This is an optimization exercise on Yosys and OpenROAD, whose aim is small area, not a production implementation.
Function was checked by simulation only, so behaviour that the tests miss may differ from the original.
The flow treats the clock pin as an ideal source, which a real chip does not have.
Power is estimated from default activity; no workload was simulated.

==> flow/design.v <==
`default_nettype none
package raster_pkg;
   typedef logic [10:0] hcount_t;
   typedef logic [9:0] vcount_t;
   typedef struct packed {
      logic [7:0] red;
      logic [7:0] green;
      logic [7:0] blue;
   } pixel_t;
   typedef enum logic [1:0] {
      mode_game,
      mode_border,
      mode_bars
   } video_mode_t;
endpackage
`default_nettype wire
`default_nettype none
package note_pkg;
   typedef logic [3:0] note_code_t;
   typedef logic [25:0] tempo_t;
   typedef logic [9:0] note_row_t;
   function automatic logic [9:0] note_row_of(input logic [3:0] code);
      logic [9:0] row;
      case (code)
         4'd1, 4'd2, 4'd13: row = 10'(144 + 74 * 6);
         4'd3, 4'd4:        row = 10'(144 + 74 * 5);
         4'd5:              row = 10'(144 + 74 * 4);
         4'd6, 4'd7:        row = 10'(144 + 74 * 3);
         4'd8, 4'd9:        row = 10'(144 + 74 * 2);
         4'd10, 4'd11:      row = 10'(144 + 74 * 1);
         4'd12:             row = 10'(144);
         default:           row = 10'(144 + 768);
      endcase
      note_row_of = row;
   endfunction
   function automatic logic [23:0] note_color_of(input logic [3:0] code);
      logic [23:0] color;
      case (code)
         4'd0:                           color = 24'h0;
         4'd2, 4'd4, 4'd7, 4'd9, 4'd11:  color = 24'h5555FF;
         4'd13:                          color = 24'h00DD00;
         default:                        color = 24'hFFFFFF;
      endcase
      note_color_of = color;
   endfunction
endpackage
`default_nettype wire
`default_nettype none
module raster_timing (
   input  wire logic           clock_65mhz,
   input  wire logic           reset,
   output raster_pkg::hcount_t hcount,
   output raster_pkg::vcount_t vcount
);
   logic h_last;
   logic v_last;
   assign h_last = hcount[10] & hcount[8] & (&hcount[5:0]);
   assign v_last = vcount[9] & vcount[8] & vcount[5] & vcount[2] & vcount[0];
   always_ff @(posedge clock_65mhz) begin
      if (reset) begin
         hcount <= '0;
         vcount <= '0;
      end else begin
         hcount <= h_last ? '0 : hcount + 1'b1;
         if (h_last)
            vcount <= v_last ? '0 : vcount + 1'b1;
      end
   end
endmodule
`default_nettype wire
`default_nettype none
module note_lane (
   input  wire logic        clock_65mhz,
   input  wire logic        reset,
   input  wire logic [63:0] next_notes,
   input  wire logic [25:0] tempo,
   input  wire logic        playing_correct,
   output logic [10:0]      lead_x,
   output logic [63:0]      codes,
   output logic             codes_valid,
   output logic             correct_q
);
   logic [25:0] tempo_q;
   logic [25:0] tempo_d;
   logic [25:0] beat_count_n;
   logic [19:0] move_count_n;
   logic [10:0] lead_x_n;
   logic        beat;
   logic        move;
   assign tempo_d = reset ? tempo : tempo_q;
   assign beat    = (beat_count_n == ~26'd1);
   assign move    = (move_count_n == ~20'd1);
   logic [25:0] beat_inc;
   logic [19:0] move_inc;
   logic [26:0] beat_cy;
   logic [20:0] move_cy;
   assign beat_cy[0] = 1'b1;
   assign move_cy[0] = 1'b1;
   for (genvar i = 0; i < 26; i++) begin : g_beat
      assign beat_inc[i]  = beat_count_n[i] ^ beat_cy[i];
      assign beat_cy[i+1] = beat_cy[i] & beat_count_n[i];
   end
   for (genvar i = 0; i < 20; i++) begin : g_move
      assign move_inc[i]  = move_count_n[i] ^ move_cy[i];
      assign move_cy[i+1] = move_cy[i] & move_count_n[i];
   end
   always_ff @(posedge clock_65mhz) begin
      tempo_q      <= tempo_d;
      beat_count_n <= (reset | beat) ? ~tempo_d : beat_inc;
      move_count_n <= (reset | move) ? ~tempo_d[25:6] : move_inc;
   end
   always_ff @(posedge clock_65mhz) begin
      if (reset)
         lead_x_n <= 11'h400;    
      else if (move)
         lead_x_n <= lead_x_n + 1'b1;
      else if (beat)
         lead_x_n <= 11'h7B7;    
   end
   assign lead_x = ~lead_x_n;
   always_ff @(posedge clock_65mhz) begin
      if (reset)
         codes_valid <= 1'b0;
      else if (beat)
         codes_valid <= 1'b1;
      if (beat)
         codes <= next_notes;
      correct_q <= playing_correct;
   end
endmodule
`default_nettype wire
`default_nettype none
module note_renderer (
   input  wire logic                clock_65mhz,
   input  wire raster_pkg::hcount_t hcount,
   input  wire raster_pkg::vcount_t vcount,
   input  wire logic [10:0]         lead_x,
   input  wire logic [63:0]         codes,
   input  wire logic                codes_valid,
   input  wire logic                correct_q,
   output logic [2:0]               class_q,
   output logic                     border_q,
   output logic [2:0]               bars_q,
   output logic                     vsync_q,
   output logic                     blank_q
);
   localparam logic [2:0] C_BLACK = 3'd5;
   localparam logic [2:0] C_STAFF = 3'd7;
   localparam logic [2:0] C_WHITE = 3'd2;
   localparam logic [2:0] C_SHARP = 3'd4;
   localparam logic [2:0] C_HIGHC = 3'd3;
   localparam logic [2:0] C_HIT   = 3'd6;
   localparam logic [2:0] C_MISS  = 3'd1;
   logic [11:0] strip_x;
   logic [3:0]  note_idx;
   logic [3:0]  code;
   logic [2:0]  code_row;
   logic [2:0]  line_row;
   logic        note_on;
   logic        staff_hit;
   logic        in_staff;
   logic        edge_hit;
   logic        blank;
   logic [2:0]  pix_class;
   logic [10:0] lead_x_n;
   logic [11:0] carry;
   assign lead_x_n = ~lead_x;
   assign carry[0] = 1'b1;
   for (genvar i = 0; i < 11; i++) begin : g_strip
      assign strip_x[i]  = hcount[i] ^ lead_x_n[i] ^ carry[i];
      assign carry[i+1]  = (hcount[i] & lead_x_n[i]) |
                           (carry[i] & (hcount[i] | lead_x_n[i]));
   end
   assign strip_x[11] = ~carry[11];
   assign note_idx    = strip_x[9:6];
   assign code     = codes[4*note_idx +: 4];
   always_comb begin
      case (code)
         4'd1, 4'd2, 4'd13: code_row = 3'd6;
         4'd3, 4'd4:        code_row = 3'd5;
         4'd5:              code_row = 3'd4;
         4'd6, 4'd7:        code_row = 3'd3;
         4'd8, 4'd9:        code_row = 3'd2;
         4'd10, 4'd11:      code_row = 3'd1;
         4'd12:             code_row = 3'd0;
         default:           code_row = 3'd7;
      endcase
   end
   always_comb begin
      line_row = 3'd7;
      for (int r = 0; r < 7; r++) begin
         if (vcount >= 10'(144 + 74 * r) &&
             vcount < 10'(144 + 74 * r + 35))
            line_row = 3'(r);
      end
   end
   assign note_on = codes_valid && strip_x[11:10] == 2'b00 &&
                    hcount > 72 && code_row == line_row &&
                    code_row != 3'd7;
   always_comb begin
      staff_hit = 1'b0;
      for (int i = 0; i < 8; i++) begin
         if (vcount == 128 + 73 * i)
            staff_hit = 1'b1;
      end
   end
   assign in_staff = (vcount >= 128) && (vcount <= 639);
   assign edge_hit = in_staff && (hcount == 72 || hcount == 1024 - 1);
   assign blank    = hcount[10] | (vcount[9] & vcount[8]);
   always_comb begin
      if (blank)
         pix_class = C_BLACK;
      else if (edge_hit)
         pix_class = C_WHITE;
      else if (note_on) begin
         if (note_idx == 4'd0)
            pix_class = correct_q ? C_HIT : C_MISS;
         else if (code == 4'd13)
            pix_class = C_HIGHC;
         else if (code == 4'd2 || code == 4'd4 || code == 4'd7 ||
                  code == 4'd9 || code == 4'd11)
            pix_class = C_SHARP;
         else
            pix_class = C_WHITE;
      end else if (staff_hit && hcount >= 72)
         pix_class = C_STAFF;
      else
         pix_class = C_BLACK;
   end
   always_ff @(posedge clock_65mhz) begin
      class_q  <= pix_class;
      border_q <= (hcount == 0) || (hcount == 1024 - 1) ||
                  (vcount == 0) || (vcount == 768 - 1);
      bars_q   <= hcount[8:6];
      vsync_q  <= !(vcount >= 777 && vcount < 783);
      blank_q  <= blank;
   end
endmodule
`default_nettype wire
`default_nettype none
module video_output (
   input  wire logic                clock_65mhz,
   input  wire logic                reset,
   input  wire logic [1:0]          mode,
   input  wire raster_pkg::hcount_t hcount,
   input  wire logic [2:0]          class_q,
   input  wire logic                border_q,
   input  wire logic [2:0]          bars_q,
   input  wire logic                vsync_q,
   input  wire logic                blank_q,
   output logic [7:0]               vga_red,
   output logic [7:0]               vga_green,
   output logic [7:0]               vga_blue,
   output logic                     vga_hsync,
   output logic                     vga_vsync,
   output logic                     vga_blank_b
);
   logic       pick_border;
   logic       pick_bars;
   logic [2:0] pick_bits;
   logic       pick_border_q;
   logic       pick_bars_q;
   logic [2:0] pick_bits_q;
   logic       hsync_q;
   logic       vsync_o;
   logic       blank_b_q;
   logic [7:0] game_cols;
   logic [7:0] cols;
   assign pick_border = (mode == 2'd1);
   assign pick_bars   = (mode == 2'd2);
   assign pick_bits   = pick_bars ? bars_q : (pick_border ? {2'b00, border_q} : class_q);
   always_ff @(posedge clock_65mhz) begin
      if (reset) begin
         pick_border_q <= 1'b1;
         pick_bars_q   <= 1'b0;
         pick_bits_q   <= '0;
         hsync_q       <= 1'b1;
         vsync_o       <= 1'b1;
         blank_b_q     <= 1'b0;
      end else begin
         pick_border_q <= pick_border;
         pick_bars_q   <= pick_bars;
         pick_bits_q   <= pick_bits;
         hsync_q       <= !(hcount > 1048 && hcount <= 1184);
         vsync_o       <= vsync_q;
         blank_b_q     <= !blank_q;
      end
   end
   always_comb begin
      case (pick_bits_q)
         3'd7:    game_cols = 8'b10_1010_10;    
         3'd2:    game_cols = 8'b11_1111_11;    
         3'd4:    game_cols = 8'b01_0101_11;    
         3'd3:    game_cols = 8'b00_1101_00;    
         3'd6:    game_cols = 8'b11_1111_00;    
         3'd1:    game_cols = 8'b11_0100_00;    
         default: game_cols = 8'b00_0000_00;    
      endcase
      if (pick_border_q)
         cols = {8{pick_bits_q[0]}};
      else if (pick_bars_q)
         cols = {{2{pick_bits_q[2]}}, {4{pick_bits_q[1]}}, {2{pick_bits_q[0]}}};
      else
         cols = game_cols;
   end
   assign vga_red     = {4{cols[7], cols[6]}};
   assign vga_green   = {cols[5], cols[4], cols[3], cols[2],
                         cols[5], cols[4], cols[3], cols[4]};
   assign vga_blue    = {4{cols[1], cols[0]}};
   assign vga_hsync   = hsync_q;
   assign vga_vsync   = vsync_o;
   assign vga_blank_b = blank_b_q;
endmodule
`default_nettype wire
`default_nettype none
module rhythm_video_top (
   input  wire logic                    clock_65mhz,
   input  wire logic                    reset,
   input  wire logic [1:0]              mode,
   input  wire logic [63:0]             next_notes,
   input  wire logic [25:0]             tempo,
   input  wire logic                    playing_correct,
   output logic [7:0]                   vga_red,
   output logic [7:0]                   vga_green,
   output logic [7:0]                   vga_blue,
   output logic                         vga_hsync,
   output logic                         vga_vsync,
   output logic                         vga_blank_b
);
   raster_pkg::hcount_t hcount;
   raster_pkg::vcount_t vcount;
   logic [10:0] lead_x;
   logic [63:0] codes;
   logic        codes_valid;
   logic        correct_q;
   logic [2:0]  class_q;
   logic        border_q;
   logic [2:0]  bars_q;
   logic        vsync_q;
   logic        blank_q;
   raster_timing u_raster_timing (
      .clock_65mhz (clock_65mhz),
      .reset       (reset),
      .hcount      (hcount),
      .vcount      (vcount)
   );
   note_lane u_note_lane (
      .clock_65mhz     (clock_65mhz),
      .reset           (reset),
      .next_notes      (next_notes),
      .tempo           (tempo),
      .playing_correct (playing_correct),
      .lead_x          (lead_x),
      .codes           (codes),
      .codes_valid     (codes_valid),
      .correct_q       (correct_q)
   );
   note_renderer u_note_renderer (
      .clock_65mhz (clock_65mhz),
      .hcount      (hcount),
      .vcount      (vcount),
      .lead_x      (lead_x),
      .codes       (codes),
      .codes_valid (codes_valid),
      .correct_q   (correct_q),
      .class_q     (class_q),
      .border_q    (border_q),
      .bars_q      (bars_q),
      .vsync_q     (vsync_q),
      .blank_q     (blank_q)
   );
   video_output u_video_output (
      .clock_65mhz (clock_65mhz),
      .reset       (reset),
      .mode        (mode),
      .hcount      (hcount),
      .class_q     (class_q),
      .border_q    (border_q),
      .bars_q      (bars_q),
      .vsync_q     (vsync_q),
      .blank_q     (blank_q),
      .vga_red     (vga_red),
      .vga_green   (vga_green),
      .vga_blue    (vga_blue),
      .vga_hsync   (vga_hsync),
      .vga_vsync   (vga_vsync),
      .vga_blank_b (vga_blank_b)
   );
endmodule
`default_nettype wire
==> flow/flow/run.sh <==
#!/bin/bash
# The standard layout (standard.sh), with these changes:
# - synthesis maps with an area-oriented ABC script (abc_area_map.script)
#   in place of ORFS's speed script; everything else in synthesis is as
#   standard (same scripts, copied so the one file can be replaced)
# - the port buffers are the smallest buffer cell
# - clock tree synthesis with clkbuf_8 only and without dummy loads
set -euo pipefail
W=$(pwd)
rm -rf "$W/orfs_scripts"
cp -r "$FLOW_HOME/scripts" "$W/orfs_scripts"
cp "$W/flow/abc_area_map.script" "$W/orfs_scripts/abc_speed.script"
export SCRIPTS_DIR="$W/orfs_scripts"
export BUFFER_PORTS_ARGS="-buffer_cell sky130_fd_sc_hd__buf_1"
export CTS_ARGS="-sink_clustering_enable -repair_clock_nets -buf_list sky130_fd_sc_hd__clkbuf_8 -dont_use_dummy_load"
bash standard.sh > "$W/standard_make.log" 2>&1
==> flow/flow/abc_area_map.script <==
strash
dc2
dch -f
amap -m
topo
dnsize
==> flow/standard.sh <==
#!/bin/bash
# synth_recipe.tcl (not shown) runs the flow's synth.tcl, then flattens the netlist and writes it again
# the make line also repeats each setting of config.mk as NAME=value (left out here)
make -C /OpenROAD-flow-scripts/flow DESIGN_CONFIG=/design/flow/config.mk WORK_HOME=/design/flow/orfs CLKGATE_MAP_FILE= SYNTH_SCRIPT=/design/flow/synth_recipe.tcl "${@:-finish}"
==> flow/config.mk <==
export PLATFORM = sky130hd
export DESIGN_NAME = rhythm_video_top
export DESIGN_NICKNAME = rhythm_video_top
export VERILOG_FILES = /design/flow/design.v
export SDC_FILE = /design/flow/constraint.sdc
export NUM_CORES = 4
export LEC_CHECK = 0
export CAP_MARGIN = 20
export CORE_MARGIN = 2
export CORE_UTILIZATION = 70
export CTS_BUF_LIST = sky130_fd_sc_hd__clkbuf_8
export SLEW_MARGIN = 20
==> flow/constraint.sdc <==
create_clock -name core_clock -period 15.0 [get_ports {clock_65mhz}]
set_input_delay 3.0000 -clock core_clock [delete_from_list [all_inputs] [get_ports {clock_65mhz}]]
set_output_delay 3.0000 -clock core_clock [all_outputs]
set_load 0.01 [all_outputs]
==> results of run 1 <==
==> synthesized netlist by cell type (2+ instances only) <==
| cell type | n |
|---|---|
| a211oi_1 | 9 |
| a41oi_1 | 2 |
| or2_0 | 4 |
| a311oi_1 | 5 |
| a32o_1 | 2 |
| a22oi_1 | 21 |
| dfxtp_1 | 123 |
| nor2_1 | 101 |
| a2111oi_0 | 3 |
| nand2_1 | 75 |
| a22o_1 | 30 |
| a221oi_1 | 18 |
| o221ai_1 | 2 |
| o41ai_1 | 2 |
| a21oi_1 | 23 |
| clkinv_1 | 69 |
| nor4_1 | 9 |
| o2111ai_1 | 2 |
| edfxtp_1 | 64 |
| nand4b_1 | 2 |
| or4_1 | 3 |
| fa_1 | 5 |
| nor3_1 | 24 |
| nand4_1 | 17 |
| or3_1 | 2 |
| o22ai_1 | 19 |
| ha_1 | 57 |
| o21a_1 | 3 |
| o22a_1 | 8 |
| nand3_1 | 11 |
| nor2b_1 | 3 |
| a31oi_1 | 11 |
| buf_4 | 16 |
| o21ai_0 | 63 |
==> cells by family after synthesis <==
logic type	after synthesis	share of synthesized area (%)
buffers and inverters	85	4.57
AOI/OAI and AO/OA	233	19.3
DFF	187	52.8
and+or+nand+nor	254	13.5
adders and majority gates	62	9.80
==> layout make-up <==
cell class,instances,share of cell area (%)
repair buffers,125,5.34
clock buffers,17,2.57
inverters,69,2.85
multi-input cells,549,39.0
well taps,143,1.97
flip-flops and latches,187,48.2
==> critical path, stage by stage, from the launching register on <==
cell	delay, ps
dfxtp_1	370
clkinv_1	130
a22oi_1	210
a221oi_1	70
a221oi_1	220
a21oi_1	70
o21ai_0	80
a32oi_1	150
fa_1	450
fa_1	440
fa_1	960
clkinv_1	590
a221oi_1	430
o21ai_0	160
a31oi_1	470
clkinv_1	240
ha_1	260
nor2_1	110
nor2_1	60
a221oi_1	340
o211a_1	230
o2111ai_1	130
o21bai_1	210
or2_0	200
a31oi_1	150
==> worst max-delay path by stage <==
stage	from	to	slack (ps)	cells after the start
finish	u_raster_timing.hcount[1]	u_note_renderer.class_q[1]	8210	24
global route	u_raster_timing.hcount[1]	u_note_renderer.class_q[1]	7600	24
CTS	u_note_lane.lead_x_n[1]	u_note_renderer.class_q[1]	8330	24
detailed placement	u_note_lane.lead_x_n[1]	u_note_renderer.class_q[1]	8370	23
global placement	u_raster_timing.hcount[1]	u_note_renderer.class_q[1]	8880	23
floorplan	u_note_lane.beat_count_n[0]	u_note_lane.beat_count_n[0]	3720	7
==> through the flow <==
step	hold slack (ps)	power (uW)
final	386	889
after floorplan	355	620
after global routing	394	920
after detailed placement	369	650
after CTS	381	887
after global placement	365	640
==> layer usage <==
layer	part of all wire (%)	wire, microns
met1	39	7950
met2	51	10500
met3	7.7	1590
met4	2.5	524
met5	0	0
==> registers in the layout, summed over array words and instances (netlist names), 3 cells and up <==
name / count
u_note_lane.beat_count_n: 26
u_note_renderer.class_q: 3
u_note_lane.tempo_q: 26
u_note_lane.codes: 64
u_note_renderer.bars_q: 3
u_note_lane.move_count_n: 20
u_video_output.pick_bits_q: 3
u_note_lane.lead_x_n: 11
u_raster_timing.hcount: 11
u_raster_timing.vcount: 10
==> power by group through the flow <==
stage               sequential (uW)  clock, uW  combinational, uW
floorplan                       570          0               49.8
global placement                573          0               67.0
detailed placement              576          0               74.4
CTS                             564        248               74.9
global route                    567        267               85.6
finish                          566        247               75.6
==> impl_metrics.csv, run 1 <==
group,metric,value,unit
logic_synthesis,synth_ff_type,"dfxtp_1",
routing,drt-total-wl,20600,microns
finish,drive_gt1_share,2.64,%
floorplanning,start_util,72.1,%
finish,final_cell_area,9090,sq um
sta,setup_ws,8210,ps
floorplanning,num_rows,39,
logic_synthesis,syn_area,8300,sq um
sta,rsz0062_at_grt,"no",
global_routing,grt_overflow,0,
routing,avgRoutedWirePerCell,18.9,microns
setup_path,critPathCaptureType,"register",
placed_design,dp_slack,8370,ps
routing,drt-pass1-iter-count,24,
floorplanning,pin_count,122,
setup_path,r2r_end,"u_note_renderer.class_q[1]",
global_routing,grt_max_degree,69,
global_routing,grt_pass1_vias,6914,
sta,setup_viol,0,
floorplanning,die_w,113,microns
min_path,min_to,"u_note_renderer.bars_q[1]",
setup_path,critical_path_class,"register to register",
sta,fmax,0.147,GHz
finish,layout_commonest_cell,"dfxtp_1",
sta,period_share,45.3,%
clock_network,cts_made_buffers,17,
setup_path,reg2reg_slack,8210,ps
logic_synthesis,ys_seq_elements,187,
setup_path,critPathMaxFanout,18,
clock_network,h-tree-depth,4,
logic_synthesis,yosys.area.top_type_share,29.7,%
logic_synthesis,synth_edf_count,64,
finish,fillers,658,
floorplanning,die-area,12700,sq um
min_path,hold_class,"register to register",
setup_path,reg2reg_from,"u_raster_timing.hcount[1]",
placed_design,gp_congestion,0.915,
routing,dr_total_vias,7160,
run_status,status,"complete, no violations",
sta,setup_tns,0,ps
sta,relSlewSlack,28.9,%
setup_path,worstPathArrival,7180,ps
finish,fin_cells,1090,
flow_run,drv_cap,0,
clock_network,postCtsSetupRepairBufs,0,
clock_network,cts_root_buf,"clkbuf_8",
logic_synthesis,synth_fp_nets,978,
finish,area_growth,9.51,%
logic_synthesis,yosysTopAreaCell,"dfxtp_1",
global_routing,antenna_found_initial,0,
power_and_ir_drop,p_switching,210,uW
setup_path,required,15390,ps
power_and_ir_drop,vdd_drop_max,91.5,uV
logic_synthesis,synth-async-reset-ratio,0,%
floorplanning,core_area,11500,sq um
finish,layout_common_cells,"dfxtp_1, buf_1, nor2_1",
setup_path,reg2reg_depth,24,
finish,antenna_cells,0,
clock_network,clock_latency,470,ps
sta,finClkSkew,26.4,ps
setup_path,start_kind,"register",
power_and_ir_drop,leakage,0.00325,uW
logic_synthesis,yosysWarnings,4,
global_routing,grt_pass1_wl,33300,microns
power_and_ir_drop,p_per_area,97.8,nW/um^2
clock_network,cts_tree,"built",
clock_network,hold_buffers,0,
power_and_ir_drop,sequentialPowerShare,63.6,%
placed_design,place_area,8850,sq um
min_path,holdPathStages,0,
clock_network,clkTransAtPathRegs,80,ps
global_routing,busiest_layer,"met2",
logic_synthesis,syn_inst,821,
sta,slew_viol_final,0,
power_and_ir_drop,clockPowerShare,27.8,%
finish,multi_input_area,3550,sq um
logic_synthesis,syn_avg_cell_area,10.1,sq um
logic_synthesis,synth-seq-area-share,52.8,%
power_and_ir_drop,switching_share,23.7,%
global_routing,grtUsageMet2,57.6,%
sta,fin_crit,6790,ps
power_and_ir_drop,combPwrFrac,8.5,%
global_routing,grtUsageMet3,7.45,%
clock_network,cts.sinks,187,
finish,ff_latch_area,4380,sq um
finish,fin_util,78.9,%
logic_synthesis,synthDistinctLibCells,47,
placed_design,dp_hpwl,15200,microns
placed_design,place_inst,1073,
global_routing,track_usage,33.0,%
finish,num-nets-final,1106,
clock_network,cts.path.max_buffers,2,
sta,finalHoldViolCount,0,
sta,worst_slew_pin_slew,1060,ps
power_and_ir_drop,p_int,678,uW
min_path,hp-start,"u_raster_timing.hcount[7]",
global_routing,met1_usage,40.0,%
routing,ant_nets,0,
routing,drt_iter0_drc,777,
routing,via_per_inst,6.57,
placed_design,numPortBuffers,121,
clock_network,cts_resized,0,
routing,drc_errors,0,
logic_synthesis,ys_top_cells_by_area,"dfxtp_1, edfxtp_1, ha_1",
floorplanning,die-height,113,microns
==> run 2: changes to the inputs <==
--- a/flow/design.v
+++ b/flow/design.v
@@ -144,13 +144,6 @@
    output logic                     vsync_q,
    output logic                     blank_q
 );
-   localparam logic [2:0] C_BLACK = 3'd5;
-   localparam logic [2:0] C_STAFF = 3'd7;
-   localparam logic [2:0] C_WHITE = 3'd2;
-   localparam logic [2:0] C_SHARP = 3'd4;
-   localparam logic [2:0] C_HIGHC = 3'd3;
-   localparam logic [2:0] C_HIT   = 3'd6;
-   localparam logic [2:0] C_MISS  = 3'd1;
    logic [11:0] strip_x;
    logic [3:0]  note_idx;
    logic [3:0]  code;
@@ -209,23 +202,23 @@
    assign blank    = hcount[10] | (vcount[9] & vcount[8]);
    always_comb begin
       if (blank)
-         pix_class = C_BLACK;
+         pix_class = 3'd0;
       else if (edge_hit)
-         pix_class = C_WHITE;
+         pix_class = 3'd2;
       else if (note_on) begin
          if (note_idx == 4'd0)
-            pix_class = correct_q ? C_HIT : C_MISS;
+            pix_class = correct_q ? 3'd5 : 3'd6;
          else if (code == 4'd13)
-            pix_class = C_HIGHC;
+            pix_class = 3'd4;
          else if (code == 4'd2 || code == 4'd4 || code == 4'd7 ||
                   code == 4'd9 || code == 4'd11)
-            pix_class = C_SHARP;
+            pix_class = 3'd3;
          else
-            pix_class = C_WHITE;
+            pix_class = 3'd2;
       end else if (staff_hit && hcount >= 72)
-         pix_class = C_STAFF;
+         pix_class = 3'd1;
       else
-         pix_class = C_BLACK;
+         pix_class = 3'd0;
    end
    always_ff @(posedge clock_65mhz) begin
       class_q  <= pix_class;
@@ -271,7 +264,7 @@
    assign pick_bits   = pick_bars ? bars_q : (pick_border ? {2'b00, border_q} : class_q);
    always_ff @(posedge clock_65mhz) begin
       if (reset) begin
-         pick_border_q <= 1'b1;
+         pick_border_q <= 1'b0;
          pick_bars_q   <= 1'b0;
          pick_bits_q   <= '0;
          hsync_q       <= 1'b1;
@@ -288,13 +281,13 @@
    end
    always_comb begin
       case (pick_bits_q)
-         3'd7:    game_cols = 8'b10_1010_10;    
+         3'd1:    game_cols = 8'b10_1010_10;    
          3'd2:    game_cols = 8'b11_1111_11;    
-         3'd4:    game_cols = 8'b01_0101_11;    
-         3'd3:    game_cols = 8'b00_1101_00;    
-         3'd6:    game_cols = 8'b11_1111_00;    
-         3'd1:    game_cols = 8'b11_0100_00;    
-         default: game_cols = 8'b00_0000_00;    
+         3'd3:    game_cols = 8'b01_0101_11;    
+         3'd4:    game_cols = 8'b00_1101_00;    
+         3'd5:    game_cols = 8'b11_1111_00;    
+         3'd6:    game_cols = 8'b11_0100_00;    
+         default: game_cols = 8'b00_0000_00;
       endcase
       if (pick_border_q)
          cols = {8{pick_bits_q[0]}};
--- a/flow/flow/run.sh
+++ b/flow/flow/run.sh
@@ -4,7 +4,9 @@
 #   in place of ORFS's speed script; everything else in synthesis is as
 #   standard (same scripts, copied so the one file can be replaced)
 # - the port buffers are the smallest buffer cell
-# - clock tree synthesis with clkbuf_8 only and without dummy loads
+# - clock tree synthesis with clkbuf_8 only and without dummy loads; then
+#   each clock buffer whose clock pins keep a low slew with clkbuf_4 gets
+#   clkbuf_4 (clock_leaf_downsize.tcl)
 set -euo pipefail
 W=$(pwd)
 rm -rf "$W/orfs_scripts"
@@ -12,5 +14,6 @@
 cp "$W/flow/abc_area_map.script" "$W/orfs_scripts/abc_speed.script"
 export SCRIPTS_DIR="$W/orfs_scripts"
 export BUFFER_PORTS_ARGS="-buffer_cell sky130_fd_sc_hd__buf_1"
+export POST_CTS_TCL="$W/flow/clock_leaf_downsize.tcl"
 export CTS_ARGS="-sink_clustering_enable -repair_clock_nets -buf_list sky130_fd_sc_hd__clkbuf_8 -dont_use_dummy_load"
 bash standard.sh > "$W/standard_make.log" 2>&1
==> flow/flow/abc_area_map.script (replaced) <==
strash
&get -n
&fraig -x
&put
dc2
dch -f
amap -m
topo
dnsize
==> flow/flow/clock_leaf_downsize.tcl (new file) <==
# After clock tree synthesis: give each leaf clock buffer (one that drives
# register clock pins only) the smallest cell of CLK_DOWNSIZE_CELLS that keeps
# the slew at every pin it drives under CLK_DOWNSIZE_SLEW (ns, as estimated
# from placement). The root buffer keeps its cell.
set cells [expr {[info exists ::env(CLK_DOWNSIZE_CELLS)] ? $::env(CLK_DOWNSIZE_CELLS) : "sky130_fd_sc_hd__clkbuf_4"}]
set limit [expr {[info exists ::env(CLK_DOWNSIZE_SLEW)] ? $::env(CLK_DOWNSIZE_SLEW) : 0.105}]
proc clk_sink_slew {inst} {
  set worst 0.0
  foreach opin [get_pins -of_objects $inst -filter "direction==output"] {
    set net [get_nets -of_objects $opin]
    foreach p [get_pins -of_objects $net -filter "direction==input"] {
      set s [get_property $p slew_max]
      if {$s > $worst} { set worst $s }
    }
  }
  return $worst
}
estimate_parasitics -placement
set swapped 0
proc drives_only_registers {inst} {
  foreach opin [get_pins -of_objects $inst -filter "direction==output"] {
    foreach p [get_pins -of_objects [get_nets -of_objects $opin] -filter "direction==input"] {
      # register clock pins are named CLK on this platform
      if {[get_property $p name] ne "CLK"} { return 0 }
    }
  }
  return 1
}
foreach inst [get_cells clkbuf_*] {
  if {![drives_only_registers $inst]} { continue }
  set orig [get_property $inst ref_name]
  foreach c $cells {
    replace_cell $inst $c
    estimate_parasitics -placement
    if {[clk_sink_slew $inst] <= $limit} {
      incr swapped
      puts "clock_leaf_downsize: [get_property $inst name] $orig -> $c"
      break
    }
    replace_cell $inst $orig
    estimate_parasitics -placement
  }
}
puts "clock_leaf_downsize: $swapped buffers resized"
==> run 2 against run 1 <==
Against the previous run:
- still clean on timing, DRC and antenna
- fmax is 9.4% higher
- first-iteration DRC count is 6.4% lower
- cell count shrank 1.6%
- critical path depth is 1 lower
- non-clock buffer count increased by 1
- register-to-register slack improved by 580 ps
- via count fell by 3.8%
- final area is 1.7% lower
- combinational power shrank 15%
- clock skew grew 2.7 ps
- largest cell class unchanged
==> impl_metrics.csv, run 2 <==
group,metric,value,unit
logic_synthesis,syn_avg_cell_area,10.2,sq um
finish,top_regs,"u_note_lane.codes x64, u_note_lane.beat_count_n x26, u_note_lane.tempo_q x26",
logic_synthesis,synth-async-reset-ratio,0,%
floorplanning,num_rows,39,
finish,largest_reg_flops,64,
floorplanning,die-height,112,microns
global_routing,antenna_found_initial,0,
sta,fmax,0.161,GHz
flow_run,drv_cap,0,
floorplanning,core_area,11400,sq um
power_and_ir_drop,p_per_area,95.6,nW/um^2
placed_design,gp_congestion,0.932,
finish,drive_gt1_share,2.80,%
placed_design,dp_hpwl,13700,microns
logic_synthesis,ys_seq_elements,187,
finish,fillers,714,
sta,finClkSkew,29.1,ps
setup_path,crit_buf_inv,3,
finish,multi_input_area,3400,sq um
global_routing,track_usage,31.2,%
setup_path,cpMaxStageDelayCell,"fa_1",
logic_synthesis,synth_fp_nets,958,
global_routing,grtUsageMet2,52.5,%
logic_synthesis,synthDistinctLibCells,47,
logic_synthesis,yosysWarnings,4,
finish,area_growth,9.56,%
power_and_ir_drop,leakage,0.00319,uW
finish,num-nets-final,1087,
global_routing,grt_overflow,0,
setup_path,critPathCaptureType,"register",
routing,drt-pass1-iter-count,7,
logic_synthesis,yosysMostFrequentCell,"dfxtp_1",
routing,avgRoutedWirePerCell,17.9,microns
setup_path,start_kind,"register",
setup_path,cpLargestDelayFamily,"adder cells",
sta,worst_slew_pin_slew,933,ps
min_path,hold_class,"register to register",
clock_network,cts_tree,"built",
logic_synthesis,yosys.area.top_type_share,30.2,%
finish,fin_util,78.6,%
clock_network,clkTransAtPathRegs,90,ps
finish,fin_cells,1073,
logic_synthesis,yosys-top-cells-count,"dfxtp_1, nor2_1, nand2_1, clkinv_1, edfxtp_1",
global_routing,grt_pass1_wl,31300,microns
finish,layout_commonest_cell,"dfxtp_1",
global_routing,grt_max_degree,69,
sta,setup_viol,0,
logic_synthesis,syn_inst,803,
global_routing,grtUsageMet3,7.62,%
sta,relSlewSlack,37.7,%
global_routing,met1_usage,39.0,%
placed_design,place_inst,1055,
floorplanning,pin_count,122,
setup_path,worstPathArrival,6580,ps
logic_synthesis,syn_area,8150,sq um
sta,period_share,41.4,%
floorplanning,die-area,12500,sq um
setup_path,path_cells,"clkinv_1 -> o221ai_1 -> o221ai_1 -> o21ai_0 -> a21oi_1 -> a21oi_1 -> o22ai_1 -> fa_1 -> fa_1 -> fa_1 -> clkinv_1 -> or3_1 -> a31oi_1 -> clkinv_1 -> ha_1 -> nor2_1 -> a211oi_1 -> nor2_1 -> a211oi_1 -> nand2_1 -> nor3_1 -> nor2_1 -> nor3_1",
global_routing,grt_pass1_vias,6644,
setup_path,critical_path_class,"register to register",
finish,layout_common_cells,"dfxtp_1, buf_1, nor2_1",
routing,dr_total_vias,6889,
routing,drt-total-wl,19200,microns
sta,setup_tns,0,ps
finish,top_register,"u_note_lane.codes",
power_and_ir_drop,power.total,854,uW
routing,drc_errors,0,
logic_synthesis,synth_edf_count,64,
setup_path,required,15370,ps
logic_synthesis,ys_top_cells_by_area,"dfxtp_1, edfxtp_1, ha_1",
finish,antenna_cells,0,
routing,ant_nets,0,
setup_path,critPathMaxFanout,15,
run_status,status,"complete, no violations",
routing,drt_iter0_drc,727,
sta,fin_crit,6210,ps
power_and_ir_drop,vdd_drop_max,115,uV
sta,rsz0062_at_grt,"no",
sta,finalHoldViolCount,0,
floorplanning,start_util,71.7,%
setup_path,worst_path_largest_cell_delay,840,ps
clock_network,cts.sinks,187,
global_routing,busiest_layer,"met2",
logic_synthesis,yosysTopAreaCell,"dfxtp_1",
logic_synthesis,synth-seq-area-share,53.8,%
routing,via_per_inst,6.42,
floorplanning,die_w,112,microns
clock_network,clock_latency,460,ps
sta,slew_viol_final,0,
logic_synthesis,synth_ff_type,"dfxtp_1",
finish,ff_latch_area,4380,sq um
placed_design,numPortBuffers,121,
-- run 2: path summary, 6_finish.rpt --
kind	from	to	slack, ps	depth (start not counted)
setup reg to reg	u_note_lane.lead_x_n[2]	u_note_renderer.class_q[0]	8790	23
hold reg to reg	u_raster_timing.hcount[8]	u_note_renderer.bars_q[2]	410	0
hold / removal	u_raster_timing.hcount[8]	u_note_renderer.bars_q[2]	410	0
setup / recovery	u_note_lane.lead_x_n[2]	u_note_renderer.class_q[0]	8790	23
-- run 2: worst reg2reg max path, delay by kind of cell (launching register included) --
kind | cells | cell delay (ps)
compound gates | 9 | 1750
simple gates | 7 | 1110
buf+inv | 3 | 840
flops | 1 | 410
fa+ha+maj | 4 | 2020
-- run 2: cells by family after synthesis --
group / share of synthesized area, %
simple gates: 13.3
compound gates: 18.6
flops: 53.8
buf+inv: 4.70
fa+ha+maj: 9.67
-- run 2: power breakdown --
part / leakage (uW) / switching (uW) / total (uW) / internal [uW]
clock network: 0.000107 / 145 / 229 / 83.7
logic: 0.00149 / 37.0 / 64.3 / 27.3
registers: 0.00159 / 14.4 / 561 / 547
-- run 2: metal layers --
metal	wire length, microns	up-vias
met1	7830	3226
met3	1370	71
met4	568	0
met5	0	-
li1	-	3228
met2	9400	364
-- run 2: layout make-up --
cell class                      count  share of cell area (%)
Clock buffer                       17                    2.20
Inverter                           70                    2.94
Multi-Input combinational cell    530                    38.0
Sequential cell                   187                    49.1
Tap cell                          143                    2.00
Timing Repair Buffer              126                    5.74
-- run 2: metrics by stage --
stage | instance area (sq um) | hold slack, ps | setup WS, ps
after floorplan | 8150 | 355 | 3740
after global placement | 8710 | 362 | 9340
after detailed placement | 8710 | 381 | 8970
after global routing | 8930 | 413 | 8340
final | 8930 | 405 | 8790
==> run 3: changes to the inputs <==
--- a/flow/config.mk
+++ b/flow/config.mk
@@ -5,8 +5,9 @@
 export SDC_FILE = /design/flow/constraint.sdc
 export NUM_CORES = 4
 export LEC_CHECK = 0
-export CAP_MARGIN = 20
+export CAP_MARGIN = 5
 export CORE_MARGIN = 2
 export CORE_UTILIZATION = 70
 export CTS_BUF_LIST = sky130_fd_sc_hd__clkbuf_8
-export SLEW_MARGIN = 20
+export GPL_TIMING_DRIVEN = 0
+export SLEW_MARGIN = 5
==> run 3 against run 2 <==
Against the previous run:
- still clean on timing, DRC and antenna
- non-clock buffer count up 21
- area after synthesis unchanged
- sequential power is essentially flat
- final area rose by 2.0%
- critical path depth unchanged
- register-to-register slack worse by 120 ps
- flip-flop and latch count stayed put
- clock skew decreased by 1.4 ps
- synthesized cell count did not move
- fmax down 1.8%
- core utilization grew 1.6 points
- die area is the same
==> impl_metrics.csv, run 3 <==
group,metric,value,unit
finish,layout_commonest_cell,"dfxtp_1",
routing,drt-total-wl,20100,microns
finish,drive_gt1_share,4.94,%
logic_synthesis,synthDistinctLibCells,47,
placed_design,dp_hpwl,14100,microns
clock_network,clkTransAtPathRegs,100,ps
finish,top_regs,"u_note_lane.codes x64, u_note_lane.beat_count_n x26, u_note_lane.tempo_q x26",
finish,area_growth,11.8,%
logic_synthesis,yosysTopAreaCell,"dfxtp_1",
setup_path,worst_path_largest_cell_delay,920,ps
floorplanning,die-area,12500,sq um
finish,layout_common_cells,"dfxtp_1, buf_1, nor2_1",
logic_synthesis,synth-seq-area-share,53.8,%
sta,finClkSkew,27.7,ps
routing,dr_total_vias,7030,
setup_path,required,15390,ps
global_routing,antenna_found_initial,0,
routing,via_per_inst,6.43,
sta,fin_hold_ws,383,ps
sta,finalHoldViolCount,0,
finish,antenna_cells,0,
logic_synthesis,yosys.area.top_type_share,30.2,%
floorplanning,start_util,71.7,%
global_routing,grt_pass1_vias,6927,
routing,avgRoutedWirePerCell,18.4,microns
setup_path,cpMaxStageDelayCell,"fa_1",
global_routing,grt_overflow,0,
floorplanning,num_rows,39,
global_routing,track_usage,33.1,%
sta,relSlewSlack,30.6,%
sta,fmax,0.158,GHz
power_and_ir_drop,power.total,867,uW
global_routing,grt_pass1_wl,32800,microns
routing,drt_iter0_drc,701,
sta,setup_viol,0,
sta,setup_ws,8670,ps
setup_path,start_kind,"register",
placed_design,numPortBuffers,121,
power_and_ir_drop,p_int,665,uW
logic_synthesis,syn_inst,803,
finish,largest_reg_flops,64,
floorplanning,core_area,11400,sq um
power_and_ir_drop,leakage,0.00331,uW
power_and_ir_drop,vdd_drop_max,137,uV
placed_design,gp_congestion,0.928,
min_path,hold_class,"register to register",
finish,num-nets-final,1108,
logic_synthesis,ys_top_cells_by_area,"dfxtp_1, edfxtp_1, ha_1",
power_and_ir_drop,p_switching,202,uW
finish,top_register,"u_note_lane.codes",
setup_path,critPathCaptureType,"register",
logic_synthesis,yosys-top-cells-count,"dfxtp_1, nor2_1, nand2_1, clkinv_1, edfxtp_1",
power_and_ir_drop,clockPowerShare,27.5,%
power_and_ir_drop,p_per_area,95.2,nW/um^2
global_routing,grt_max_degree,50,
power_and_ir_drop,switching_share,23.3,%
logic_synthesis,yosysMostFrequentCell,"dfxtp_1",
power_and_ir_drop,combPwrFrac,7.9,%
power_and_ir_drop,sequentialPowerShare,64.7,%
logic_synthesis,syn_avg_cell_area,10.2,sq um
setup_path,critical_path_class,"register to register",
logic_synthesis,synth_edf_count,64,
clock_network,clock_latency,470,ps
clock_network,cts.sinks,187,
logic_synthesis,synth_ff_type,"dfxtp_1",
logic_synthesis,synth-async-reset-ratio,0,%
sta,period_share,42.2,%
clock_network,cts_tree,"built",
flow_run,drv_cap,0,
logic_synthesis,syn_area,8150,sq um
sta,rsz0062_at_grt,"no",
floorplanning,die-height,112,microns
finish,fillers,682,
logic_synthesis,yosysWarnings,4,
floorplanning,pin_count,122,
placed_design,dp_slack,8770,ps
sta,fin_crit,6330,ps
routing,drt-pass1-iter-count,7,
setup_path,critPathMaxFanout,15,
sta,worst_slew_pin_slew,1030,ps
setup_path,worstPathArrival,6720,ps
run_status,status,"complete, no violations",
logic_synthesis,ys_seq_elements,187,
logic_synthesis,synth_fp_nets,958,
floorplanning,die_w,112,microns
setup_path,path_cells,"clkinv_1 -> o221ai_1 -> o221ai_1 -> o21ai_0 -> a21oi_1 -> a21oi_1 -> o22ai_1 -> fa_1 -> fa_1 -> fa_1 -> clkinv_1 -> or3_1 -> a31oi_1 -> clkinv_1 -> ha_1 -> nor2_1 -> a211oi_1 -> nor2_1 -> a211oi_1 -> nand2_1 -> nor3_1 -> nor2_1 -> nor3_1",
sta,slew_viol_final,0,
routing,ant_nets,0,
routing,drc_errors,0,
==> run 3: cell counts after synthesis <==
No cell type changed its count.
==> run 3: through the flow <==
step / TNS (ps) / area (sq um) / utilization (%) / std cells
after floorplan: 0 / 8150 / - / 803
after global routing: 0 / 9110 / 80.1 / 1094
after global placement: -8190 / 8790 / 77.3 / 1067
after detailed placement: 0 / 8900 / 78.3 / 1077
final: 0 / 9110 / 80.1 / 1094
==> run 3: worst paths after layout <==
path	startpoint	end	slack, ps	cells after the start
worst max register to register	u_note_lane.lead_x_n[2]	u_note_renderer.class_q[0]	8670	23
worst max-delay path	u_note_lane.lead_x_n[2]	u_note_renderer.class_q[0]	8670	23
worst min register to register	u_note_renderer.blank_q	u_video_output.blank_b_q	380	1
worst min-delay path	u_note_renderer.blank_q	u_video_output.blank_b_q	380	1
==> run 3: cell families (layout without fill, tap and decap cells) <==
family                   Yosys count  count (layout)  share of synthesized area [%]
AO/OA/AOI/OAI                    219             219                           18.6
adder cells (fa/ha/maj)           60              60                           9.67
buffers and inverters             86             234                           4.70
flip-flops                       187             187                           53.8
AND/OR/NAND/NOR                  251             251                           13.3
==> run 3: routing by layer <==
layer / GRT usage [%] / part of all wire [%]
met2: 55.2 / 49
met3: 8.93 / 8.2
met5: 0 / 0
met1: 40.6 / 40
met4: 14.8 / 3.0
==> run 3: critical path, delay by kind of cell (launching register included) <==
| family | cells | cell delay (ps) |
|---|---|---|
| compound gates | 9 | 1730 |
| fa+ha+maj | 4 | 2100 |
| buf+inv | 3 | 880 |
| flops | 1 | 420 |
| simple gates | 7 | 1140 |
==> run 3: layout make-up <==
type	instances	area [sq um]	area share [%]
sequential	187	4380	48.1
multi-input combinational	530	3400	37.3
timing repair buffer	131	554	6.08
inverter	70	263	2.88
clock buffer	17	209	2.29
tap	143	179	1.96
buffer	16	120	1.32
==> run 3: power groups by stage <==
| stage | clock network, uW | registers, uW | logic, uW |
|---|---|---|---|
| 5_1_grt | 259 | 563 | 76.2 |
| 3_3_place_gp | 0 | 570 | 58.9 |
| 2_1_floorplan | 0 | 568 | 39.3 |
| 6_report | 238 | 561 | 68.4 |
| 3_5_place_dp | 0 | 571 | 66.1 |
==> run 4: changes to the inputs <==
--- a/flow/config.mk
+++ b/flow/config.mk
@@ -9,5 +9,4 @@
 export CORE_MARGIN = 2
 export CORE_UTILIZATION = 70
 export CTS_BUF_LIST = sky130_fd_sc_hd__clkbuf_8
-export GPL_TIMING_DRIVEN = 0
 export SLEW_MARGIN = 5
==> run 4 against run 3 <==
Against the previous run:
- still clean on timing, DRC and antenna
- final area fell by 2.3%
- clock skew rose by 1.6 ps
- worst setup slack improved by 80 ps
- count of clock-buffer cells in the layout did not move
- core utilization fell by 1.8 points
- power fell by 1.9%
- area after synthesis did not move
- worst hold slack improved by 20 ps
- combinational power fell by 7.6%
- sequential power barely moved
- critical endpoint unchanged
- largest cell class unchanged
- highest routed layer unchanged
==> impl_metrics.csv, run 4 <==
group,metric,value,unit
clock_network,cts_tree,"built",
logic_synthesis,yosys.area.top_type_share,30.2,%
routing,via_per_inst,6.38,
logic_synthesis,yosys-top-cells-count,"dfxtp_1, nor2_1, nand2_1, clkinv_1, edfxtp_1",
floorplanning,core_area,11400,sq um
placed_design,place_area,8710,sq um
sta,fin_crit,6250,ps
sta,worst_slew_pin_slew,1050,ps
power_and_ir_drop,p_per_area,95.6,nW/um^2
global_routing,grt_overflow,0,
finish,num-nets-final,1086,
global_routing,antenna_found_initial,0,
global_routing,grtUsageMet2,52.5,%
setup_path,reg2reg_from,"u_note_lane.lead_x_n[2]",
setup_path,reg2reg_slack,8750,ps
min_path,min_to,"u_note_renderer.bars_q[2]",
clock_network,cts.sinks,187,
sta,fmax,0.160,GHz
setup_path,start_kind,"register",
finish,layout_commonest_cell,"dfxtp_1",
finish,fin_cells,1072,
finish,top_regs,"u_note_lane.codes x64, u_note_lane.beat_count_n x26, u_note_lane.tempo_q x26",
sta,setup_tns,0,ps
sta,slew_viol_final,0,
setup_path,worstPathArrival,6610,ps
routing,dr_total_vias,6836,
power_and_ir_drop,leakage,0.00318,uW
floorplanning,num_rows,39,
routing,drt-total-wl,19000,microns
min_path,hold_class,"register to register",
global_routing,track_usage,31.2,%
logic_synthesis,ys_seq_elements,187,
logic_synthesis,synth-async-reset-ratio,0,%
logic_synthesis,yosysWarnings,4,
run_status,status,"complete, no violations",
sta,setup_viol,0,
logic_synthesis,yosysTopAreaCell,"dfxtp_1",
finish,largest_reg_flops,64,
placed_design,place_inst,1055,
routing,drc_errors,0,
global_routing,met1_usage,39.0,%
logic_synthesis,syn_avg_cell_area,10.2,sq um
flow_run,drv_cap,0,
floorplanning,die-height,112,microns
placed_design,gp_congestion,0.932,
global_routing,grt_pass1_wl,31300,microns
finish,layout_common_cells,"dfxtp_1, buf_1, nor2_1",
logic_synthesis,syn_area,8150,sq um
clock_network,clock_latency,460,ps
routing,ant_nets,0,
finish,drive_gt1_share,2.69,%
logic_synthesis,ys_top_cells_by_area,"dfxtp_1, edfxtp_1, ha_1",
sta,period_share,41.7,%
setup_path,critical_path_class,"register to register",
setup_path,r2r_end,"u_note_renderer.class_q[0]",
setup_path,critPathCaptureType,"register",
setup_path,reg2reg_depth,23,
finish,top_register,"u_note_lane.codes",
global_routing,grt_pass1_vias,6644,
finish,antenna_cells,0,
sta,finClkSkew,29.3,ps
finish,final_cell_area,8910,sq um
logic_synthesis,synth_fp_nets,958,
placed_design,dp_hpwl,13700,microns
global_routing,grtUsageMet3,7.62,%
sta,finalHoldViolCount,0,
logic_synthesis,synthDistinctLibCells,47,
sta,relSlewSlack,29.8,%
min_path,holdPathStages,0,
routing,avgRoutedWirePerCell,17.7,microns
setup_path,required,15360,ps
floorplanning,die-area,12500,sq um
power_and_ir_drop,vdd_drop_max,115,uV
finish,fillers,719,
logic_synthesis,synth_ff_type,"dfxtp_1",
floorplanning,pin_count,122,
logic_synthesis,yosysMostFrequentCell,"dfxtp_1",
finish,area_growth,9.22,%
placed_design,numPortBuffers,121,
global_routing,grt_max_degree,69,
setup_path,critPathMaxFanout,15,
sta,rsz0062_at_grt,"no",
routing,drt-pass1-iter-count,8,
min_path,hp-start,"u_raster_timing.hcount[8]",
logic_synthesis,synth-seq-area-share,53.8,%
clock_network,clkTransAtPathRegs,90,ps
power_and_ir_drop,power.total,851,uW
logic_synthesis,syn_inst,803,
global_routing,busiest_layer,"met2",
floorplanning,start_util,71.7,%
logic_synthesis,synth_edf_count,64,
floorplanning,die_w,112,microns
routing,drt_iter0_drc,867,
==> run 4: metrics by stage <==
stage               worst slack (ps)  util, %  hold slack (ps)
floorplan                       3740        -              355
global placement                9340     76.6              362
detailed placement              8970     76.6              381
global route                    8340     78.3              415
finish                          8750     78.3              403
==> run 4: where the power goes <==
part / switching, uW / leakage, uW / internal, uW
sequential: 14.0 / 0.00159 / 547
clock: 144 / 0.000107 / 83.7
combinational: 36.6 / 0.00148 / 26.6
total: 194 / 0.00318 / 657
==> run 4: logic make-up after synthesis <==
kind of cell / count (synthesis) / synth area share (%)
compound gates: 219 / 18.6
fa+ha+maj: 60 / 9.67
buf+inv: 86 / 4.70
flops: 187 / 53.8
simple gates: 251 / 13.3
==> run 4: critical path: stages (launching register included) <==
cell      delay [ps]
dfxtp_1          410
clkinv_1         120
o221ai_1         190
o221ai_1         130
o21ai_0          100
a21oi_1           60
a21oi_1          120
o22ai_1          110
fa_1             430
fa_1             420
fa_1             850
clkinv_1         480
or3_1            480
a31oi_1          440
clkinv_1         240
ha_1             330
nor2_1            50
a211oi_1         380
nor2_1           110
a211oi_1         220
nand2_1          120
nor3_1           150
nor2_1            60
nor3_1           150
==> run 4: per-layer routing <==
metal / vias to the layer above / part of all wire [%]
li1: 3225 / -
met1: 3172 / 41
met2: 355 / 49
met3: 84 / 7.4
met4: 0 / 3.4
met5: - / 0
==> run 4: worst max-delay path by stage <==
stage	endpoint	slack [ps]	from
after global placement	u_note_renderer.class_q[0]	9340	u_note_lane.lead_x_n[2]
after global routing	u_note_renderer.class_q[0]	8340	u_note_lane.lead_x_n[2]
final	u_note_renderer.class_q[0]	8750	u_note_lane.lead_x_n[2]
after detailed placement	u_note_renderer.class_q[0]	8970	u_note_lane.lead_x_n[2]
after floorplan	u_note_lane.beat_count_n[0]	3740	u_note_lane.beat_count_n[0]
==> run 4: cell type report <==
type	instances	area [sq um]	share of cell area (%)
inverters	70	263	2.95
multi-input cells	530	3400	38.2
flip-flops and latches	187	4380	49.2
well taps	143	179	2.01
repair buffers	125	485	5.45
clock buffers	17	196	2.21
==> run 5: changes to the inputs <==
--- a/flow/design.v
+++ b/flow/design.v
@@ -147,8 +147,6 @@
    logic [11:0] strip_x;
    logic [3:0]  note_idx;
    logic [3:0]  code;
-   logic [2:0]  code_row;
-   logic [2:0]  line_row;
    logic        note_on;
    logic        staff_hit;
    logic        in_staff;
@@ -167,29 +165,25 @@
    assign strip_x[11] = ~carry[11];
    assign note_idx    = strip_x[9:6];
    assign code     = codes[4*note_idx +: 4];
+   logic [6:0] code_rows;
+   logic [6:0] line_rows;
    always_comb begin
       case (code)
-         4'd1, 4'd2, 4'd13: code_row = 3'd6;
-         4'd3, 4'd4:        code_row = 3'd5;
-         4'd5:              code_row = 3'd4;
-         4'd6, 4'd7:        code_row = 3'd3;
-         4'd8, 4'd9:        code_row = 3'd2;
-         4'd10, 4'd11:      code_row = 3'd1;
-         4'd12:             code_row = 3'd0;
-         default:           code_row = 3'd7;
+         4'd1, 4'd2, 4'd13: code_rows = 7'b1000000;
+         4'd3, 4'd4:        code_rows = 7'b0100000;
+         4'd5:              code_rows = 7'b0010000;
+         4'd6, 4'd7:        code_rows = 7'b0001000;
+         4'd8, 4'd9:        code_rows = 7'b0000100;
+         4'd10, 4'd11:      code_rows = 7'b0000010;
+         4'd12:             code_rows = 7'b0000001;
+         default:           code_rows = 7'b0000000;
       endcase
-   end
-   always_comb begin
-      line_row = 3'd7;
-      for (int r = 0; r < 7; r++) begin
-         if (vcount >= 10'(144 + 74 * r) &&
-             vcount < 10'(144 + 74 * r + 35))
-            line_row = 3'(r);
-      end
+      for (int r = 0; r < 7; r++)
+         line_rows[r] = vcount >= 10'(144 + 74 * r) &&
+                        vcount < 10'(144 + 74 * r + 35);
    end
    assign note_on = codes_valid && strip_x[11:10] == 2'b00 &&
-                    hcount > 72 && code_row == line_row &&
-                    code_row != 3'd7;
+                    hcount > 72 && |(code_rows & line_rows);
    always_comb begin
       staff_hit = 1'b0;
       for (int i = 0; i < 8; i++) begin
==> run 5 against run 4 <==
Against the previous run:
- critical path depth stayed put
- synthesized cell count is 1.0% lower
- count of clock-buffer cells in the layout stayed put
- worst setup slack better by 240 ps
- core utilization is 0.11 points lower
- final area is 0.14% lower
- non-clock buffer count stayed put
- first-iteration DRC count is 28% lower
- clock skew is 8.4 ps higher
- sequential power hardly changed
- combinational power hardly changed
==> impl_metrics.csv, run 5 <==
group,metric,value,unit
power_and_ir_drop,leakage,0.00313,uW
sta,fin_crit,6000,ps
routing,drt-pass1-iter-count,7,
logic_synthesis,synthDistinctLibCells,43,
floorplanning,start_util,71.4,%
setup_path,reg2reg_from,"u_raster_timing.hcount[2]",
min_path,hold_class,"register to register",
logic_synthesis,syn_inst,795,
sta,finalHoldViolCount,0,
placed_design,place_area,8680,sq um
logic_synthesis,synth_edf_count,64,
logic_synthesis,synth_fp_nets,949,
logic_synthesis,synth-seq-area-share,54.0,%
routing,drt-total-wl,18700,microns
power_and_ir_drop,vdd_drop_max,98.1,uV
logic_synthesis,yosysMostFrequentCell,"dfxtp_1",
logic_synthesis,muxShareOfSynthArea,0,%
clock_network,clock_latency,470,ps
floorplanning,pin_count,122,
logic_synthesis,synth-async-reset-ratio,0,%
sta,setup_tns,0,ps
finish,fillers,694,
routing,dr_total_vias,6710,
setup_path,required,15410,ps
sta,setup_viol,0,
logic_synthesis,yosys-top-cells-count,"dfxtp_1, nor2_1, nand2_1, clkinv_1, edfxtp_1",
setup_path,reg2reg_depth,23,
finish,antenna_cells,0,
run_status,status,"complete, no violations",
sta,finClkSkew,37.7,ps
logic_synthesis,ys_top_cells_by_area,"dfxtp_1, edfxtp_1, ha_1",
routing,drt_iter0_drc,621,
setup_path,r2r_end,"u_note_renderer.class_q[0]",
setup_path,critPathCaptureType,"register",
placed_design,dp_hpwl,13400,microns
setup_path,start_kind,"register",
sta,worst_slew_pin_slew,1050,ps
floorplanning,die-area,12500,sq um
clock_network,cts.sinks,187,
global_routing,antenna_found_initial,0,
routing,avgRoutedWirePerCell,17.6,microns
placed_design,gp_congestion,0.963,
logic_synthesis,yosysTopAreaCell,"dfxtp_1",
routing,drc_errors,0,
floorplanning,num_rows,39,
finish,layout_common_cells,"dfxtp_1, buf_1, nor2_1",
sta,fmax,0.167,GHz
min_path,hp-start,"u_note_renderer.blank_q",
logic_synthesis,syn_area,8120,sq um
min_path,min_to,"u_video_output.blank_b_q",
logic_synthesis,synth_ff_type,"dfxtp_1",
global_routing,busiest_layer,"met2",
global_routing,grtUsageMet2,52.2,%
placed_design,numPortBuffers,121,
global_routing,grt_max_degree,69,
clock_network,clkTransAtPathRegs,110,ps
finish,layout_commonest_cell,"dfxtp_1",
finish,num-nets-final,1077,
floorplanning,die_w,112,microns
global_routing,met1_usage,39.2,%
sta,period_share,40.0,%
routing,ant_nets,0,
logic_synthesis,synth_top_family_by_area,"compound AO/OA/AOI/OAI gates",
finish,drive_gt1_share,2.71,%
floorplanning,core_area,11400,sq um
logic_synthesis,yosysWarnings,4,
setup_path,worstPathArrival,6410,ps
logic_synthesis,synthAdderAreaFrac,9.55,%
routing,via_per_inst,6.31,
finish,top_regs,"u_note_lane.codes x64, u_note_lane.beat_count_n x26, u_note_lane.tempo_q x26",
logic_synthesis,synthXorXnorAreaFrac,0,%
global_routing,grt_overflow,0,
power_and_ir_drop,p_per_area,97.0,nW/um^2
finish,top_register,"u_note_lane.codes",
global_routing,grtUsageMet3,5.77,%
sta,slew_viol_final,0,
finish,final_cell_area,8890,sq um
global_routing,track_usage,30.6,%
sta,rsz0062_at_grt,"no",
floorplanning,die-height,112,microns
finish,largest_reg_flops,64,
logic_synthesis,synth_compound_area_share,18.1,%
logic_synthesis,ys_seq_elements,187,
logic_synthesis,yosys.area_share.simple,13.7,%
min_path,holdPathStages,1,
finish,area_growth,9.49,%
global_routing,grt_pass1_vias,6487,
logic_synthesis,yosys.area.top_type_share,30.3,%
logic_synthesis,syn_avg_cell_area,10.2,sq um
setup_path,reg2reg_slack,9000,ps
sta,relSlewSlack,29.5,%
clock_network,cts_tree,"built",
setup_path,critical_path_class,"register to register",
setup_path,critPathMaxFanout,16,
global_routing,grt_pass1_wl,30600,microns
flow_run,drv_cap,0,
[run 5: cell count changes in the layout (fill, tap and decap cells not counted), sizes merged, moves of 5 or more]
cell    previous run  this run
o21ai             62        57
o221ai             3        24
nand2             85        78
o22ai             25        19
a221oi            15         3
nand3             13        18
nor3              26        20
a22oi             13         7
[run 5: report_power, final]
part	internal, uW	switching, uW	total (uW)
logic	26.6	36.7	63.3
registers	547	13.0	560
clock network	92.0	147	239
total	666	197	863
[run 5: final cells by class]
type	instances	area, sq um	share of cell area, %
multi-input combinational	523	3370	37.9
clock buffer	17	215	2.42
tap	143	179	2.01
inverter	69	259	2.91
sequential	187	4380	49.3
timing repair buffer	125	485	5.46
[run 5: cell families (layout without fill, tap and decap cells)]
logic type                 count (synthesis)  count (layout)
and+or+nand+nor                          252             252
AOI/OAI and AO/OA                        212             212
DFF                                      187             187
buffers and inverters                     85             211
adders and majority gates                 59              59
[run 5: worst max-delay path by stage]
stage / startpoint / end
floorplan: u_note_lane.beat_count_n[0] / u_note_lane.beat_count_n[0]
global placement: u_note_lane.lead_x_n[2] / u_note_renderer.class_q[1]
detailed placement: u_raster_timing.hcount[2] / u_note_renderer.class_q[1]
finish: u_raster_timing.hcount[2] / u_note_renderer.class_q[0]
global route: u_note_lane.lead_x_n[2] / u_note_renderer.class_q[0]
[run 5: metal layers]
metal  wire length [microns]  part of all wire, %  up-vias
met1                    7750                   41     3130
met3                    1390                  7.4       41
li1                        -                    -     3204
met2                    9130                   49      335
met4                     429                  2.3        0
met5                       0                    0        -
[run 5: through the flow]
step | setup slack [ps] | utilization [%] | cells | hold WS, ps | total power [uW]
2_1_floorplan | 3710 | - | 795 | 355 | 607
3_3_place_gp | 9650 | 76.3 | 1047 | 364 | 626
3_5_place_dp | 9130 | 76.3 | 1047 | 383 | 633
5_1_grt | 8450 | 78.2 | 1064 | 400 | 892
6_report | 9000 | 78.2 | 1064 | 392 | 863
[run 5: worst max-delay path: stages (launching register included)]
cell and delay (ps):
dfxtp_1 400, clkinv_1 130, o211ai_1 180, o221ai_1 140, o211ai_1 100, o221ai_1 130, o21a_1 140, fa_1 420
fa_1 430, fa_1 900, clkinv_1 560, o221ai_1 330, nand3_1 140, a31oi_1 560, clkinv_1 190, nor2_1 160
clkinv_1 110, nor2_1 120, a31oi_1 60, nor4_1 230, o21ai_0 190, nor3_1 170, nor2_1 60, nor3_1 110
==> run 6: changes to the inputs <==
--- a/flow/design.v
+++ b/flow/design.v
@@ -141,8 +141,7 @@
    output logic [2:0]               class_q,
    output logic                     border_q,
    output logic [2:0]               bars_q,
-   output logic                     vsync_q,
-   output logic                     blank_q
+   output logic                     vsync_q
 );
    logic [11:0] strip_x;
    logic [3:0]  note_idx;
@@ -196,7 +195,7 @@
    assign blank    = hcount[10] | (vcount[9] & vcount[8]);
    always_comb begin
       if (blank)
-         pix_class = 3'd0;
+         pix_class = 3'd7;
       else if (edge_hit)
          pix_class = 3'd2;
       else if (note_on) begin
@@ -220,7 +219,6 @@
                   (vcount == 0) || (vcount == 768 - 1);
       bars_q   <= hcount[8:6];
       vsync_q  <= !(vcount >= 777 && vcount < 783);
-      blank_q  <= blank;
    end
 endmodule
 `default_nettype wire
@@ -234,7 +232,6 @@
    input  wire logic                border_q,
    input  wire logic [2:0]          bars_q,
    input  wire logic                vsync_q,
-   input  wire logic                blank_q,
    output logic [7:0]               vga_red,
    output logic [7:0]               vga_green,
    output logic [7:0]               vga_blue,
@@ -270,7 +267,7 @@
          pick_bits_q   <= pick_bits;
          hsync_q       <= !(hcount > 1048 && hcount <= 1184);
          vsync_o       <= vsync_q;
-         blank_b_q     <= !blank_q;
+         blank_b_q     <= (class_q != 3'd7);
       end
    end
    always_comb begin
@@ -281,7 +278,7 @@
          3'd4:    game_cols = 8'b00_1101_00;    
          3'd5:    game_cols = 8'b11_1111_00;    
          3'd6:    game_cols = 8'b11_0100_00;    
-         default: game_cols = 8'b00_0000_00;
+         default: game_cols = 8'b00_0000_00;    
       endcase
       if (pick_border_q)
          cols = {8{pick_bits_q[0]}};
@@ -324,7 +321,6 @@
    logic        border_q;
    logic [2:0]  bars_q;
    logic        vsync_q;
-   logic        blank_q;
    raster_timing u_raster_timing (
       .clock_65mhz (clock_65mhz),
       .reset       (reset),
@@ -353,8 +349,7 @@
       .class_q     (class_q),
       .border_q    (border_q),
       .bars_q      (bars_q),
-      .vsync_q     (vsync_q),
-      .blank_q     (blank_q)
+      .vsync_q     (vsync_q)
    );
    video_output u_video_output (
       .clock_65mhz (clock_65mhz),
@@ -365,7 +360,6 @@
       .border_q    (border_q),
       .bars_q      (bars_q),
       .vsync_q     (vsync_q),
-      .blank_q     (blank_q),
       .vga_red     (vga_red),
       .vga_green   (vga_green),
       .vga_blue    (vga_blue),
==> run 6 against run 5 <==
Against the previous run:
- power fell by 0.94%
- routed wire length rose by 4.2%
- critical path type unchanged
- synthesized cell count rose by 2.1%
- highest routed layer unchanged
- largest power group unchanged
- flip-flop and latch count fell by 1
- worst hold slack improved by 1.3 ps
- area after synthesis rose by 0.89%
- critical path depth fell by 1
- cell count rose by 1.6%
- sequential share of layout area fell by 0.52 points
==> impl_metrics.csv, run 6 <==
group,metric,value,unit
logic_synthesis,synth-seq-area-share,53.3,%
clock_network,cts_tree,"built",
setup_path,path_cells,"clkinv_1 -> o221ai_1 -> o221ai_1 -> o221ai_1 -> o221ai_1 -> o21a_1 -> fa_1 -> fa_1 -> fa_1 -> clkinv_1 -> a2111oi_0 -> nor3_1 -> a21oi_1 -> clkinv_1 -> ha_1 -> o21a_1 -> nor4_1 -> a41oi_1 -> nand3_1 -> nand2_1 -> o31a_1 -> o21ai_0",
sta,setup_tns,0,ps
finish,fin_cells,1081,
setup_path,start_kind,"register",
floorplanning,num_rows,39,
logic_synthesis,synthDistinctLibCells,47,
floorplanning,die-height,112,microns
routing,drc_errors,0,
sta,fmax,0.146,GHz
finish,antenna_cells,0,
routing,drt_iter0_drc,559,
global_routing,antenna_found_initial,0,
sta,rsz0062_at_grt,"no",
logic_synthesis,yosysMostFrequentCell,"dfxtp_1",
floorplanning,start_util,71.8,%
global_routing,grt_pass1_wl,32100,microns
global_routing,track_usage,31.9,%
finish,ff_latch_area,4360,sq um
logic_synthesis,synth_edf_count,64,
sta,fin_crit,6830,ps
logic_synthesis,muxShareOfSynthArea,0,%
floorplanning,die-area,12600,sq um
logic_synthesis,synth_fp_nets,971,
logic_synthesis,syn_avg_cell_area,10.1,sq um
logic_synthesis,yosys.area.top_type_share,29.8,%
finish,area_growth,9.18,%
logic_synthesis,ys_top_cells_by_area,"dfxtp_1, edfxtp_1, ha_1",
sta,finClkSkew,35.2,ps
sta,relSlewSlack,29.2,%
finish,top_regs,"u_note_lane.codes x64, u_note_lane.beat_count_n x26, u_note_lane.tempo_q x26",
finish,layout_common_cells,"dfxtp_1, buf_1, nor2_1",
setup_path,worstPathArrival,7220,ps
global_routing,grt_max_degree,69,
setup_path,crit_top_cell,"o221ai_1",
routing,avgRoutedWirePerCell,18.0,microns
routing,drt-pass1-iter-count,5,
finish,largest_reg_flops,64,
power_and_ir_drop,p_per_area,95.5,nW/um^2
logic_synthesis,synth_compound_area_share,18.0,%
placed_design,gp_congestion,0.979,
logic_synthesis,yosys-top-cells-count,"dfxtp_1, nor2_1, nand2_1, clkinv_1",
power_and_ir_drop,leakage,0.00322,uW
logic_synthesis,syn_area,8200,sq um
finish,fin_util,78.4,%
floorplanning,pin_count,122,
finish,multi_input_area,3450,sq um
clock_network,clock_latency,460,ps
placed_design,place_inst,1064,
floorplanning,die_w,112,microns
run_status,status,"complete, no violations",
logic_synthesis,syn_inst,812,
clock_network,clkTransAtPathRegs,110,ps
setup_path,required,15390,ps
sta,period_share,45.5,%
placed_design,dp_hpwl,13700,microns
global_routing,grt_overflow,0,
global_routing,grt_pass1_vias,6799,
floorplanning,core_area,11400,sq um
logic_synthesis,yosys.area_share.simple,13.6,%
logic_synthesis,synthAdderAreaFrac,10.2,%
setup_path,critPathCaptureType,"register",
logic_synthesis,yosysWarnings,4,
placed_design,numPortBuffers,121,
sta,setup_viol,0,
finish,fillers,710,
finish,top_register,"u_note_lane.codes",
finish,drive_gt1_share,2.67,%
sta,fin_hold_ws,393,ps
sta,worst_slew_pin_slew,1050,ps
-- run 6: cell types whose count changed after synthesis, sizes merged, moves of 4 or more --
cell    previous run  this run
or3                5         1
a211oi            11         7
a221oi             3        10
o22a               7         1
a21oi             18        23
o221ai            24        12
nor2              93       105
o21ai             57        64
nor4              16         8
ha                54        59
-- run 6: worst register-to-register path: cells and delay by family, from the launching register on --
| kind | cells | cell delay [ps] |
|---|---|---|
| AOI/OAI and AO/OA | 11 | 2320 |
| adders and majority gates | 4 | 2340 |
| buffers and inverters | 3 | 1260 |
| DFF | 1 | 400 |
| and+or+nand+nor | 4 | 450 |
-- run 6: where the power goes --
| group | internal [uW] | switching, uW | total, uW |
|---|---|---|---|
| sequential | 544 | 14.3 | 559 |
| combinational | 27.4 | 38.3 | 65.7 |
| clock | 83.8 | 146 | 230 |
-- run 6: worst paths after layout --
kind	end	slack, ps	from	cells past startpoint
max	u_note_renderer.class_q[0]	8170	u_note_lane.lead_x_n[2]	22
min	u_note_renderer.bars_q[2]	390	u_raster_timing.hcount[8]	0
max reg2reg	u_note_renderer.class_q[0]	8170	u_note_lane.lead_x_n[2]	22
min reg2reg	u_note_renderer.bars_q[2]	390	u_raster_timing.hcount[8]	0
-- run 6: cells by family after synthesis --
group | after synthesis
AND/OR/NAND/NOR | 258
AO/OA/AOI/OAI | 215
flip-flops | 186
buffers and inverters | 88
adder cells (fa/ha/maj) | 64
XOR/XNOR | 1
-- run 6: cell type report --
cell class	count	share of cell area, %
multi-input cells	538	38.6
well taps	143	2.00
inverters	72	3.02
flip-flops and latches	186	48.8
clock buffers	17	2.20
repair buffers	125	5.43
-- run 6: routing by layer --
metal / vias to the layer above / part of all wire [%] / global-route usage, % / wire, microns
met5: - / 0 / 0 / 0
met4: 0 / 2.3 / 11.0 / 446
met3: 54 / 8.5 / 8.42 / 1650
met2: 390 / 49 / 54.1 / 9460
met1: 3233 / 41 / 39.8 / 7940
li1: 3242 / - / - / -
-- run 6: per-stage QoR --
| step | setup slack [ps] | area [sq um] |
|---|---|---|
| after floorplan | 3740 | 8200 |
| after global placement | 8700 | 8750 |
| after detailed placement | 8280 | 8750 |
| after global routing | 7570 | 8950 |
| final | 8170 | 8950 |

[port drivers added, routing unchanged]
In the flow no input, the clock included, has a driving cell. The finished layouts below were timed again as built, in two steps. Step 1: set_driving_cell puts a clkbuf_16 on clock_65mhz and a buf_2 on each other input, an assumption about the parent block. Step 2, shift: input delay + t, output delay - t, t = (earliest + latest rising clock arrival at the registers) / 2. This alone moves slack from input paths to output paths. a / b / c = no drivers / after step 1 / after step 2; a / b = the first two.
run	t (ns)	setup WS [ns]
run 1	0.494	8.207 / 8.207 / 8.207
run 2	0.483	8.788 / 8.788 / 8.788
run 3	0.490	8.672 / 8.672 / 8.672
run 4	0.481	8.751 / 8.751 / 8.751
run 5	0.489	8.996 / 8.996 / 8.996
run 6	0.479	8.173 / 8.173 / 8.173
After both steps every run listed still meets setup and hold.
